Context: an optimization exercise on an open-source flow, tuned for small area. The choices shown serve that exercise and are no tape-out recipe. Only simulation tests tie the RTL to the original design; equivalence was not proved. Power is estimated from default activity; no workload was simulated.

==> inputs of nickel <==
==> flow/design.v (excerpt) <==
module reg_file #(
   parameter int                DATA_W  = 32,
   parameter int                ADDR_W  = 5,
   parameter int                BYPASS  = 1,
   parameter logic [DATA_W-1:0] SP_INIT = 32'h7FFF_EFFC,
   parameter logic [DATA_W-1:0] GP_INIT = 32'h1000_8000
) (
   input  logic              clk,
   input  logic              rst_n,
   input  logic [ADDR_W-1:0] rd_addr1,
   input  logic [ADDR_W-1:0] rd_addr2,
   output logic [DATA_W-1:0] rd_data1,
   output logic [DATA_W-1:0] rd_data2,
   input  logic              wr_en,
   input  logic [ADDR_W-1:0] wr_addr,
   input  logic [DATA_W-1:0] wr_data,
   input  logic [ADDR_W-1:0] dbg_addr,
   output logic [DATA_W-1:0] dbg_data
);
export LEC_CHECK = 0
export CAP_MARGIN = 0
export CELL_PAD_IN_SITES_DETAIL_PLACEMENT = 1
export CORE_MARGIN = 2
export CORE_UTILIZATION = 35
export PLACE_DENSITY = 0.5
export SLEW_MARGIN = 0
export SYNTH_HIERARCHICAL = 1
export CTS_ARGS = -sink_clustering_enable -repair_clock_nets -dont_use_dummy_load -sink_clustering_size 16 -sink_clustering_max_diameter 70 -buf_list sky130_fd_sc_hd__clkbuf_8 -root_buf sky130_fd_sc_hd__clkbuf_16
export BUFFER_PORTS_ARGS = -buffer_cell sky130_fd_sc_hd__buf_1
create_clock -name core_clock -period 10.0 [get_ports {clk}]
standard.sh (not shown) runs the stock make flow with config.mk's settings and CLKGATE_MAP_FILE= SYNTH_SCRIPT=/design/flow/synth_recipe.tcl, a recipe that flattens the netlist after the stock synthesis.
==> flow/flow/run.sh <==
#!/bin/bash
set -e
cat >> config.mk <<'EOC'
export CTS_ARGS = -sink_clustering_enable -repair_clock_nets -dont_use_dummy_load -sink_clustering_size 16 -sink_clustering_max_diameter 70 -buf_list sky130_fd_sc_hd__clkbuf_8 -root_buf sky130_fd_sc_hd__clkbuf_16
export BUFFER_PORTS_ARGS = -buffer_cell sky130_fd_sc_hd__buf_1
EOC
bash standard.sh > standard.log 2>&1
==> fjord: changes against nickel <==
Settings changed: CAP_MARGIN 0 to 5, CORE_UTILIZATION 35 to 40, PLACE_DENSITY 0.5 to 0.58, SLEW_MARGIN 0 to 5.
==> results.toml <==
[critical_path]
cp-endpoint = "rd_data1[16]"
crit_path_cell_trace = "buf_1 > or4_1 > o211ai_2 > or4_1 > and4bb_2 > and3_2 > a222oi_1 > nand4_1 > or3_1 > buf_1"
slowest_stage = "nand4_1"

[power_and_ir_drop]
p_leak_nw = 18.8

[drt]
first_iter_violations = 13900

[clocking]
numCtsBuffers = 85

[status]
status = "no timing/DRC/antenna violations"

[place]
routabilityCongestion = 0.991

[die]
coreArea_um2 = 124000

[cells_and_area]
sh_seq_area_pct = 42.0
multi_input_area_share_pct = 47.9
-- figures above: nickel

==> results.toml <==
[cells_and_area]
multi_input_area_share_pct = 48.3
sh_seq_area_pct = 42.4

[drt]
first_iter_violations = 15300

[status]
status = "no timing/DRC/antenna violations"

[clocking]
numCtsBuffers = 77

[critical_path]
crit_path_cell_trace = "clkbuf_2 > buf_4 > o211ai_2 > or4_1 > and4bb_2 > and3_2 > a222oi_1 > nand4_1 > or3_1 > buf_1"
cp-endpoint = "rd_data2[0]"
slowest_stage = "or4_1"

[place]
routabilityCongestion = 0.979

[die]
coreArea_um2 = 109000

[power_and_ir_drop]
p_leak_nw = 18.7

[timing]
finalHoldViolCount = 0
-- figures above: fjord


* * *

==> run K <==
reg_file again, from the RTL that the note above started with.
Settings: LEC_CHECK=0, CAP_MARGIN=0, CELL_PAD_IN_SITES_DETAIL_PLACEMENT=1, CORE_MARGIN=2, CORE_UTILIZATION=40, PLACE_DENSITY=0.58, SLEW_MARGIN=0, SYNTH_HIERARCHICAL=1, CTS_ARGS=-sink_clustering_enable -repair_clock_nets -dont_use_dummy_load -sink_clustering_size 16 -sink_clustering_max_diameter 70 -buf_list sky130_fd_sc_hd__clkbuf_8 -root_buf sky130_fd_sc_hd__clkbuf_16, BUFFER_PORTS_ARGS=-buffer_cell sky130_fd_sc_hd__buf_1; clock period 10.0 ns.
Scripts as last shown in full above: flow/flow/run.sh
==> inputs of run M, as changes to run K <==
--- a/flow/config.mk
+++ b/flow/config.mk
@@ -8,8 +8,8 @@
 export CAP_MARGIN = 0
 export CELL_PAD_IN_SITES_DETAIL_PLACEMENT = 1
 export CORE_MARGIN = 2
-export CORE_UTILIZATION = 40
-export PLACE_DENSITY = 0.58
+export CORE_UTILIZATION = 30
+export PLACE_DENSITY = 0.4
 export SLEW_MARGIN = 0
 export SYNTH_HIERARCHICAL = 1
 export CTS_ARGS = -sink_clustering_enable -repair_clock_nets -dont_use_dummy_load -sink_clustering_size 16 -sink_clustering_max_diameter 70 -buf_list sky130_fd_sc_hd__clkbuf_8 -root_buf sky130_fd_sc_hd__clkbuf_16
==> results.txt <==
                                                                           run M        run K
Status                                          no timing/DRC/antenna violations  no timing/DRC/antenna violations
Total power draw                                                      0.009923 W   0.009514 W
NetSw                                                                 0.003361 W   0.003141 W
Shortest clock period the worst path allows after layout                8.313 ns     8.307 ns
Worst Hold Path EP                                                      valid[7]    valid[24]
Reg2reg start                                                          regs[703]    valid[29]
Filler cell count                                                          15950        11720
Startpoint of the tightest hold check path                              valid[7]    valid[24]
Violation count after the first detailed-routing iteration                 13200        15310
Clock latency of the later-clocked register in the worst-skew pair       0.70 ns      0.67 ns
DR pass1 iterations                                                           15           17
Worst ir drop on vdd                                                0.00009510 V  0.0001303 V
Hold WS                                                                0.5181 ns    0.5188 ns
Die Outline Area                                                      149400 um2   112400 um2
Via density                                                                8.319        9.246
Finished Cell Area                                                     49980 um2    48700 um2
Reported clock group power                                             0.00253 W    0.00224 W
Lkg Pwr                                                                 19.07 nW     18.72 nW
Clock-cell share of area                                                 0.02929      0.02384
Stage delay of the slowest cell on the critical path                     0.74 ns      0.75 ns
Buffers & Inverters on Critical Path                                           2            3

* * *

==> try-indigo: inputs <==
Another version of the RTL of reg_file (not shown whole).
==> flow/config.mk <==
export PLATFORM = sky130hd
export DESIGN_NAME = reg_file
export DESIGN_NICKNAME = reg_file
export VERILOG_FILES = /design/flow/design.v
export SDC_FILE = /design/flow/constraint.sdc
export NUM_CORES = 4
export LEC_CHECK = 0
export CAP_MARGIN = 20
export CELL_PAD_IN_SITES_DETAIL_PLACEMENT = 1
export CORE_MARGIN = 2
export CORE_UTILIZATION = 30
export PLACE_DENSITY = 0.4
export SLEW_MARGIN = 20
export SYNTH_HIERARCHICAL = 1
export CTS_ARGS = -sink_clustering_enable -repair_clock_nets -dont_use_dummy_load -sink_clustering_size 24 -sink_clustering_max_diameter 60 -buf_list sky130_fd_sc_hd__clkbuf_8
export BUFFER_PORTS_ARGS = -buffer_cell sky130_fd_sc_hd__buf_1
==> flow/constraint.sdc <==
create_clock -name core_clock -period 10.0 [get_ports {clk}]
set_input_delay 2.0000 -clock core_clock [delete_from_list [all_inputs] [get_ports {clk}]]
set_output_delay 2.0000 -clock core_clock [all_outputs]
set_load 0.01 [all_outputs]
==> flow/flow/run.sh <==
#!/bin/bash
set -e
cp standard.sh standard.sh.orig.txt
cat >> config.mk <<'EOC'
export CTS_ARGS = -sink_clustering_enable -repair_clock_nets -dont_use_dummy_load -sink_clustering_size 24 -sink_clustering_max_diameter 60 -buf_list sky130_fd_sc_hd__clkbuf_8
export BUFFER_PORTS_ARGS = -buffer_cell sky130_fd_sc_hd__buf_1
EOC
bash standard.sh > standard.log 2>&1
==> inputs of try-delta, as changes to try-indigo <==
==> flow/run.sh (new file) <==
#!/bin/bash
# synth_recipe.tcl (not shown) runs the flow's synth.tcl, then flattens the netlist and writes it again
# the make line also repeats each setting of config.mk as NAME=value (left out here)
make -C /OpenROAD-flow-scripts/flow DESIGN_CONFIG=/design/flow/config.mk WORK_HOME=/design/flow/orfs CLKGATE_MAP_FILE= SYNTH_SCRIPT=/design/flow/synth_recipe.tcl finish
--- a/flow/config.mk
+++ b/flow/config.mk
@@ -13,4 +13,2 @@
 export SLEW_MARGIN = 20
 export SYNTH_HIERARCHICAL = 1
-export CTS_ARGS = -sink_clustering_enable -repair_clock_nets -dont_use_dummy_load -sink_clustering_size 24 -sink_clustering_max_diameter 60 -buf_list sky130_fd_sc_hd__clkbuf_8
-export BUFFER_PORTS_ARGS = -buffer_cell sky130_fd_sc_hd__buf_1
removed: flow/flow/run.sh
removed: flow/standard.sh
==> comparison <==
In try-delta the total power is larger than in try-indigo, by 24%.
Global-route usage: try-delta is lower than try-indigo (0.50 points).
Synthesized cell count is the same in try-delta and try-indigo.
Against try-delta, the worst setup slack of try-indigo is higher by 0.54 ns.
Between try-indigo and try-delta, the lower clock-buffer cell count is in try-indigo (gap 82).

static timing again, ports no longer ideal:
The results above use ideal ports. As a check the final layouts listed here were re-extracted and re-timed, cells and wires unchanged.
Step 1: set_driving_cell puts a clkbuf_16 on clk and a buf_2 on each other input, an assumption about the parent block.
Step 2 times the ports against the registers' clock, not the clock port: input delays grow and output delays shrink by t, the midpoint of the rising clock arrivals with the driver on.
Three values: ideal, step 1, step 2; two values: the first two.
run | t (ns) | setup slack, ns | worst hold slack (ns)
nickel | 0.755 | 1.583 / 1.561 / 1.561 | 0.519 / 0.519 / 0.519
fjord | 0.718 | 1.693 / 1.669 / 1.669 | 0.519 / 0.519 / 0.519
run K | 0.718 | 1.693 / 1.669 / 1.669 | 0.519 / 0.519 / 0.519
run M | 0.769 | 1.687 / 1.664 / 1.664 | 0.518 / 0.518 / 0.518
try-indigo | 0.935 | 1.940 / 1.822 / 1.822 | 0.519 / 0.519 / 0.519
try-delta | 0.841 | 1.396 / 1.274 / 1.274 | 0.498 / 0.498 / 0.498
After both steps every run listed still meets setup and hold. For try-delta, which loses most, drivers alone change the setup slack by -0.122 ns; drivers and shift together by -0.122 ns.
